This is an optimization exercise on Yosys and OpenROAD, whose aim is small area, not a production implementation. Where RTL was checked, it was by simulation tests only, not by an equivalence proof against the original. Power and IR drop assume default switching activity.

==> inputs of harbor <==
==> flow/design.v <==
`default_nettype none
package regfile_pkg;
    localparam int REG_ADDR_W = 5;
    localparam int REG_DATA_W = 32;
    typedef logic [REG_ADDR_W-1:0] reg_addr_t;
    localparam reg_addr_t REG_ZERO = 5'd0;
endpackage
`default_nettype wire
`default_nettype none
module regfile_rport
#(
    parameter int DATA_W = regfile_pkg::REG_DATA_W,
    parameter int ADDR_W = regfile_pkg::REG_ADDR_W
) (
    input  wire logic [2**ADDR_W-1:0][DATA_W-1:0] file_i,
    input  wire logic [2**ADDR_W-1:0]             valid_i,
    input  wire logic [ADDR_W-1:0]                raddr_i,
    output logic      [DATA_W-1:0]                rdata_o
);
    assign rdata_o = file_i[raddr_i] & {DATA_W{valid_i[raddr_i]}};
endmodule
`default_nettype wire
`default_nettype none
module reg_file
#(
    parameter int DATA_W = regfile_pkg::REG_DATA_W,
    parameter int ADDR_W = regfile_pkg::REG_ADDR_W
) (
    input  wire logic              clk,
    input  wire logic              rst_n,
    input  wire logic [ADDR_W-1:0] raddr1,
    input  wire logic [ADDR_W-1:0] raddr2,
    output logic      [DATA_W-1:0] rdata1,
    output logic      [DATA_W-1:0] rdata2,
    input  wire logic              we,
    input  wire logic [ADDR_W-1:0] waddr,
    input  wire logic [DATA_W-1:0] wdata,
    input  wire logic [ADDR_W-1:0] dbg_addr,
    output logic      [DATA_W-1:0] dbg_data
);
    localparam int DEPTH = 2**ADDR_W;
    logic [DEPTH-1:1][DATA_W-1:0] regs_q;
    logic [DEPTH-1:1]             valid_q;
    logic [DEPTH-1:1]             wsel;
    logic [DEPTH-1:0][DATA_W-1:0] w_file;
    logic [DEPTH-1:0]             w_valid;
    always_comb begin
        for (int i = 1; i < DEPTH; i++) begin
            wsel[i] = we && (waddr == ADDR_W'(i));
        end
    end
    always_ff @(posedge clk or negedge rst_n) begin
        if (!rst_n) begin
            valid_q <= '0;
        end else begin
            valid_q <= valid_q | wsel;
        end
    end
    always_ff @(posedge clk) begin
        for (int i = 1; i < DEPTH; i++) begin
            if (wsel[i]) begin
                regs_q[i] <= wdata;
            end
        end
    end
    assign w_file  = {regs_q, {DATA_W{1'b0}}};
    assign w_valid = {valid_q, 1'b0};
    regfile_rport #(.DATA_W(DATA_W), .ADDR_W(ADDR_W)) u_rport1 (
        .file_i (w_file), .valid_i (w_valid), .raddr_i (raddr1), .rdata_o (rdata1)
    );
    regfile_rport #(.DATA_W(DATA_W), .ADDR_W(ADDR_W)) u_rport2 (
        .file_i (w_file), .valid_i (w_valid), .raddr_i (raddr2), .rdata_o (rdata2)
    );
    regfile_rport #(.DATA_W(DATA_W), .ADDR_W(ADDR_W)) u_dbg (
        .file_i (w_file), .valid_i (w_valid), .raddr_i (dbg_addr), .rdata_o (dbg_data)
    );
endmodule
`default_nettype wire
==> flow/flow/run.sh <==
#!/bin/bash
# Own flow: the standard layout (standard.sh), with two changes to how
# the layout is made:
#  - the port buffers that global placement inserts on every input and output
#    are plain buf_2 cells instead of the slow delay-buffer cell the resizer
#    picks by default;
#  - clock tree synthesis uses small clock buffers, larger sink clusters and no dummy
#    loads.
# Everything else (synthesis, floorplan, power grid, taps, placement, routing)
# is the standard flow. Each tool's full output is kept under orfs/logs, and
# the make output in standard_flow.log in this folder.
set -euo pipefail
CTS="-sink_clustering_enable -repair_clock_nets -dont_use_dummy_load"
CTS="$CTS -buf_list {sky130_fd_sc_hd__clkbuf_4 sky130_fd_sc_hd__clkbuf_8}"
CTS="$CTS -sink_clustering_size 14 -sink_clustering_max_diameter 60"
bash standard.sh \
    "BUFFER_PORTS_ARGS=-buffer_cell sky130_fd_sc_hd__buf_2" \
    "CTS_ARGS=$CTS" \
    finish > standard_flow.log 2>&1
==> flow/standard.sh <==
#!/bin/bash
# synth_recipe.tcl (not shown) runs the flow's synth.tcl, then flattens the netlist and writes it again
# the make line also repeats each setting of config.mk as NAME=value (left out here)
make -C /OpenROAD-flow-scripts/flow DESIGN_CONFIG=/design/flow/config.mk WORK_HOME=/design/flow/orfs CLKGATE_MAP_FILE= SYNTH_SCRIPT=/design/flow/synth_recipe.tcl "${@:-finish}"
==> flow/config.mk <==
export PLATFORM = sky130hd
export DESIGN_NAME = reg_file
export DESIGN_NICKNAME = reg_file
export VERILOG_FILES = /design/flow/design.v
export SDC_FILE = /design/flow/constraint.sdc
export NUM_CORES = 4
export LEC_CHECK = 0
export CAP_MARGIN = 20
export CORE_MARGIN = 2
export CORE_UTILIZATION = 40
export SLEW_MARGIN = 20
==> flow/constraint.sdc <==
create_clock -name core_clock -period 5.0 [get_ports {clk}]
set_input_delay 1.0000 -clock core_clock [delete_from_list [all_inputs] [get_ports {clk}]]
set_output_delay 1.0000 -clock core_clock [all_outputs]
set_load 0.01 [all_outputs]
==> raven: changes against harbor <==
==> flow/design.v, changed modules only <==
module regfile_aoi222 (
    input  wire logic a0, b0, a1, b1, a2, b2,
    output logic      y
);
    assign y = ~((a0 & b0) | (a1 & b1) | (a2 & b2));
endmodule
module regfile_nand2 (
    input  wire logic a, b,
    output logic      y
);
    assign y = ~(a & b);
endmodule
module regfile_nandn #(
    parameter int N = 4
) (
    input  wire logic [N-1:0] n,
    output logic              y
);
    assign y = ~&n;
endmodule
module regfile_nor2 (
    input  wire logic a, b,
    output logic      y
);
    assign y = ~(a | b);
endmodule
module regfile_and3 (
    input  wire logic a, b, c,
    output logic      y
);
    assign y = a & b & c;
endmodule
module regfile_rport
#(
    parameter int DATA_W = regfile_pkg::REG_DATA_W,
    parameter int ADDR_W = regfile_pkg::REG_ADDR_W
) (
    input  wire logic [31:1][DATA_W-1:0] file_i,
    input  wire logic [31:1]             valid_i,
    input  wire logic [ADDR_W-1:0]       raddr_i,
    output logic      [DATA_W-1:0]       rdata_o
);
    logic [3:0]       pre_lo;
    logic [7:0]       pre_hi;
    logic [1:0][31:1] sel;
    always_comb begin
        for (int k = 0; k < 4; k++) pre_lo[k] = (raddr_i[1:0] == 2'(k));
        for (int k = 0; k < 8; k++) pre_hi[k] = (raddr_i[4:2] == 3'(k));
    end
    for (genvar h = 0; h < 2; h++) begin : g_dec
        for (genvar i = 1; i < 32; i++) begin : g_sel
            regfile_and3 u_and (
                .a (valid_i[i]), .b (pre_lo[i%4]), .c (pre_hi[i/4]), .y (sel[h][i])
            );
        end
    end
    for (genvar j = 0; j < DATA_W; j++) begin : g_bit
        logic [10:0] n;
        logic [1:0]  p;
        logic        q;
        for (genvar k = 0; k < 10; k++) begin : g_aoi
            regfile_aoi222 u_aoi (
                .a0 (sel[j/16][3*k+1]), .b0 (file_i[3*k+1][j]),
                .a1 (sel[j/16][3*k+2]), .b1 (file_i[3*k+2][j]),
                .a2 (sel[j/16][3*k+3]), .b2 (file_i[3*k+3][j]),
                .y  (n[k])
            );
        end
        regfile_nand2 u_nand_last (
            .a (sel[j/16][31]), .b (file_i[31][j]), .y (n[10])
        );
        regfile_nandn #(.N(4)) u_nand0 (.n (n[3:0]),  .y (p[0]));
        regfile_nandn #(.N(4)) u_nand1 (.n (n[7:4]),  .y (p[1]));
        regfile_nor2           u_nor   (.a (p[0]), .b (p[1]), .y (q));
        regfile_nandn #(.N(4)) u_nand2 (.n ({q, n[10:8]}), .y (rdata_o[j]));
    end
endmodule
module regfile_wpre
#(
    parameter int ADDR_W = regfile_pkg::REG_ADDR_W
) (
    input  wire logic              we_i,
    input  wire logic [ADDR_W-1:0] waddr_i,
    output logic      [3:0]        lo_o,
    output logic      [3:0]        lo_n_o,
    output logic      [7:0]        hi_o,
    output logic      [7:0]        hi_n_o
);
    always_comb begin
        for (int k = 0; k < 4; k++) begin
            lo_o[k]   = we_i && (waddr_i[1:0] == 2'(k));
            lo_n_o[k] = !(we_i && (waddr_i[1:0] == 2'(k)));
        end
        for (int k = 0; k < 8; k++) begin
            hi_o[k]   = (waddr_i[4:2] == 3'(k));
            hi_n_o[k] = (waddr_i[4:2] != 3'(k));
        end
    end
endmodule
module regfile_ao22 (
    input  wire logic a0, b0, a1, b1,
    output logic      y
);
    assign y = (a0 & b0) | (a1 & b1);
endmodule
module reg_file
#(
    parameter int DATA_W = regfile_pkg::REG_DATA_W,
    parameter int ADDR_W = regfile_pkg::REG_ADDR_W
) (
    input  wire logic              clk,
    input  wire logic              rst_n,
    input  wire logic [ADDR_W-1:0] raddr1,
    input  wire logic [ADDR_W-1:0] raddr2,
    output logic      [DATA_W-1:0] rdata1,
    output logic      [DATA_W-1:0] rdata2,
    input  wire logic              we,
    input  wire logic [ADDR_W-1:0] waddr,
    input  wire logic [DATA_W-1:0] wdata,
    input  wire logic [ADDR_W-1:0] dbg_addr,
    output logic      [DATA_W-1:0] dbg_data
);
    localparam int DEPTH = 2**ADDR_W;
    logic [DEPTH-1:1][DATA_W-1:0] regs_q;
    logic [DEPTH-1:1]             valid_q;
    logic [1:0][DEPTH-1:1]        wsel;
    logic [1:0][DEPTH-1:1]        hold;
    logic [3:0] wlo, wlo_n;
    logic [7:0] whi, whi_n;
    regfile_wpre #(.ADDR_W(ADDR_W)) u_wpre (
        .we_i (we), .waddr_i (waddr),
        .lo_o (wlo), .lo_n_o (wlo_n), .hi_o (whi), .hi_n_o (whi_n)
    );
    for (genvar h = 0; h < 2; h++) begin : g_wdec
        for (genvar i = 1; i < DEPTH; i++) begin : g_sel
            regfile_nor2 u_wsel (
                .a (wlo_n[i%4]), .b (whi_n[i/4]), .y (wsel[h][i])
            );
            regfile_nand2 u_hold (
                .a (wlo[i%4]), .b (whi[i/4]), .y (hold[h][i])
            );
        end
    end
    always_ff @(posedge clk or negedge rst_n) begin
        if (!rst_n) begin
            valid_q <= '0;
        end else begin
            valid_q <= valid_q | wsel[0];
        end
    end
    logic [DEPTH-1:1][DATA_W-1:0] regs_d;
    for (genvar i = 1; i < DEPTH; i++) begin : g_reg
        for (genvar j = 0; j < DATA_W; j++) begin : g_bit
            regfile_ao22 u_ao (
                .a0 (wsel[j/16][i]), .b0 (wdata[j]),
                .a1 (hold[j/16][i]), .b1 (regs_q[i][j]),
                .y  (regs_d[i][j])
            );
        end
    end
    always_ff @(posedge clk) begin
        regs_q <= regs_d;
    end
    regfile_rport #(.DATA_W(DATA_W), .ADDR_W(ADDR_W)) u_rport1 (
        .file_i (regs_q), .valid_i (valid_q), .raddr_i (raddr1), .rdata_o (rdata1)
    );
    regfile_rport #(.DATA_W(DATA_W), .ADDR_W(ADDR_W)) u_rport2 (
        .file_i (regs_q), .valid_i (valid_q), .raddr_i (raddr2), .rdata_o (rdata2)
    );
    regfile_rport #(.DATA_W(DATA_W), .ADDR_W(ADDR_W)) u_dbg (
        .file_i (regs_q), .valid_i (valid_q), .raddr_i (dbg_addr), .rdata_o (dbg_data)
    );
endmodule
Settings changed: GPL_TIMING_DRIVEN set to 0, SETUP_SLACK_MARGIN set to 0.2, SYNTH_HIERARCHICAL set to 1, SYNTH_MINIMUM_KEEP_SIZE set to 0.
==> violet: changes against harbor <==
==> flow/design.v, changed modules only <==
module regfile_rport
#(
    parameter int DATA_W = regfile_pkg::REG_DATA_W,
    parameter int ADDR_W = regfile_pkg::REG_ADDR_W
) (
    input  wire logic [2**ADDR_W-1:0][DATA_W-1:0] file_i,
    input  wire logic [ADDR_W-1:0]                raddr_i,
    input  wire logic                             byp_en_i,
    input  wire logic [ADDR_W-1:0]                waddr_i,
    input  wire logic [DATA_W-1:0]                wdata_i,
    output logic      [DATA_W-1:0]                rdata_o
);
    always_comb begin
        rdata_o = '0;
        if (raddr_i != ADDR_W'(regfile_pkg::REG_ZERO)) begin
            rdata_o = file_i[raddr_i];
        end
    end
    logic w_unused_byp;
    assign w_unused_byp = ^{byp_en_i, waddr_i, wdata_i};
endmodule
module reg_file
#(
    parameter int DATA_W = regfile_pkg::REG_DATA_W,
    parameter int ADDR_W = regfile_pkg::REG_ADDR_W
) (
    input  wire logic              clk,
    input  wire logic              rst_n,
    input  wire logic [ADDR_W-1:0] raddr1,
    input  wire logic [ADDR_W-1:0] raddr2,
    output logic      [DATA_W-1:0] rdata1,
    output logic      [DATA_W-1:0] rdata2,
    input  wire logic              we,
    input  wire logic [ADDR_W-1:0] waddr,
    input  wire logic [DATA_W-1:0] wdata,
    input  wire logic [ADDR_W-1:0] dbg_addr,
    output logic      [DATA_W-1:0] dbg_data
);
    localparam int DEPTH = 2**ADDR_W;
    logic [DEPTH-1:1][DATA_W-1:0] regs_q;
    logic [DEPTH-1:1][DATA_W-1:0] regs_d;
    logic [DEPTH-1:0][DATA_W-1:0] w_file;
    logic                         w_wr_en;
    logic                         w_byp_en;
    assign w_wr_en  = we && (waddr != ADDR_W'(regfile_pkg::REG_ZERO));
    assign w_byp_en = w_wr_en && rst_n;
    always_comb begin
        regs_d = regs_q;
        if (w_wr_en) begin
            regs_d[waddr] = wdata;
        end
    end
    always_ff @(posedge clk or negedge rst_n) begin
        if (!rst_n) begin
            regs_q <= '0;
        end else begin
            regs_q <= regs_d;
        end
    end
    assign w_file = {regs_q, {DATA_W{1'b0}}};
    regfile_rport #(
        .DATA_W (DATA_W),
        .ADDR_W (ADDR_W)
    ) u_rport1 (
        .file_i   (w_file),
        .raddr_i  (raddr1),
        .byp_en_i (w_byp_en),
        .waddr_i  (waddr),
        .wdata_i  (wdata),
        .rdata_o  (rdata1)
    );
    regfile_rport #(
        .DATA_W (DATA_W),
        .ADDR_W (ADDR_W)
    ) u_rport2 (
        .file_i   (w_file),
        .raddr_i  (raddr2),
        .byp_en_i (w_byp_en),
        .waddr_i  (waddr),
        .wdata_i  (wdata),
        .rdata_o  (rdata2)
    );
    always_comb begin
        dbg_data = '0;
        if (dbg_addr != ADDR_W'(regfile_pkg::REG_ZERO)) begin
            dbg_data = w_file[dbg_addr];
        end
    end
endmodule
==> flow/run.sh (new file) <==
#!/bin/bash
# synth_recipe.tcl (not shown) runs the flow's synth.tcl, then flattens the netlist and writes it again
# the make line also repeats each setting of config.mk as NAME=value (left out here)
make -C /OpenROAD-flow-scripts/flow DESIGN_CONFIG=/design/flow/config.mk WORK_HOME=/design/flow/orfs CLKGATE_MAP_FILE= SYNTH_SCRIPT=/design/flow/synth_recipe.tcl finish
removed: flow/flow/run.sh
removed: flow/standard.sh
==> notes.md <==
Status: violet finished clean; raven finished with violations; harbor finished clean
Reasons for failing layout checks: violet -; raven negative setup slack; harbor -
Proportion of cell area occupied by registers: violet 0.345; raven 0.424; harbor 0.501
Detailed placer's ending HPWL: violet 133 mm; raven 150 mm; harbor 125 mm
Proportion of power drawn by combinational gates: violet 0.281; raven 0.154; harbor 0.171
Switching power as a share of total power: violet 0.287; raven 0.325; harbor 0.275
Peak fanout along the critical path: violet 34; raven 16; harbor 31
Arrival time of data at the critical path endpoint: violet 3.78 ns; raven 4.07 ns; harbor 3.77 ns
Skew-Pair Late Insertion Delay: violet 0.75 ns; raven 0.82 ns; harbor 0.76 ns
Area used by multi-input combinational logic: violet 34700 um2; raven 23400 um2; harbor 23600 um2
Portion of netlist area occupied by mux cells: violet 0.533; raven 0; harbor 0.282
Clock slew at the register clock pins of the worst setup and hold paths: violet 0.06 ns; raven 0.10 ns; harbor 0.09 ns
Share of the synthesized netlist area taken by xor and xnor gates: violet 0.00101; raven 0; harbor 0
Setup repair after global routing missed its margin: violet false; raven true; harbor false
Proportion of synthesized flip-flops having asynchronous set or reset: violet 1.00; raven 0.0303; harbor 0.0303
Clock group share of total power: violet 0.312; raven 0.247; harbor 0.264
Final clock-cell share: violet 0.0579; raven 0.0294; harbor 0.0217
Proportion of layout cells with a drive suffix above 1: violet 0.656; raven 0.109; harbor 0.332
Total number of multi-input combinational cells: violet 2297; raven 2833; harbor 2182
Initial antenna violation count: violet 1; raven 25; harbor 16
Flip-flop and latch power: violet 12.1 mW; raven 11.6 mW; harbor 9.67 mW
Sequential cell count: violet 992; raven 1023; harbor 1023
Predominant post-synthesis flop cell: violet dfrtp_1; raven dfxtp_1; harbor edfxtp_1
Area growth from synthesis to layout: violet 18.1%; raven 11.1%; harbor 9.45%
Diode insertion count for antenna repair: violet 3; raven 19; harbor 3
Largest stage delay on the critical path: violet 0.51 ns; raven 1.02 ns; harbor 0.87 ns
The RTL of violet was laid out without a check of its function.

==> port drivers added, routing unchanged <==
In the flow no input, the clock included, has a driving cell. The finished layouts below were timed again as built, in two steps. Step 1 (the two cells are an assumption about what drives the block):
set clk [get_ports {clk}]
set_driving_cell -lib_cell sky130_fd_sc_hd__clkbuf_16 $clk
set_driving_cell -lib_cell sky130_fd_sc_hd__buf_2 [delete_from_list [all_inputs] $clk]
Step 2, shift: input delay + t, output delay - t, t = (earliest + latest rising clock arrival at the registers) / 2. This alone moves slack from input paths to output paths. a / b / c = no drivers / after step 1 / after step 2; a / b = the first two.
run | t, ns | slack for setup (ns) | worst data-port slew with drivers (ns) | cell pins on the clock port's net
harbor | 0.893 | 0.231 / 0.172 / 0.172 | 0.23 | 1
raven | 0.875 | -0.072 / -0.203 / -0.203 | 0.20 | 1
violet | 0.819 | 0.218 / 0.160 / -0.093 | 0.11 | 1
With both steps, setup timing fails in violet, where it was met with ideal ports. For violet, which loses most, drivers alone change the setup slack by -0.058 ns; drivers and shift together by -0.311 ns.
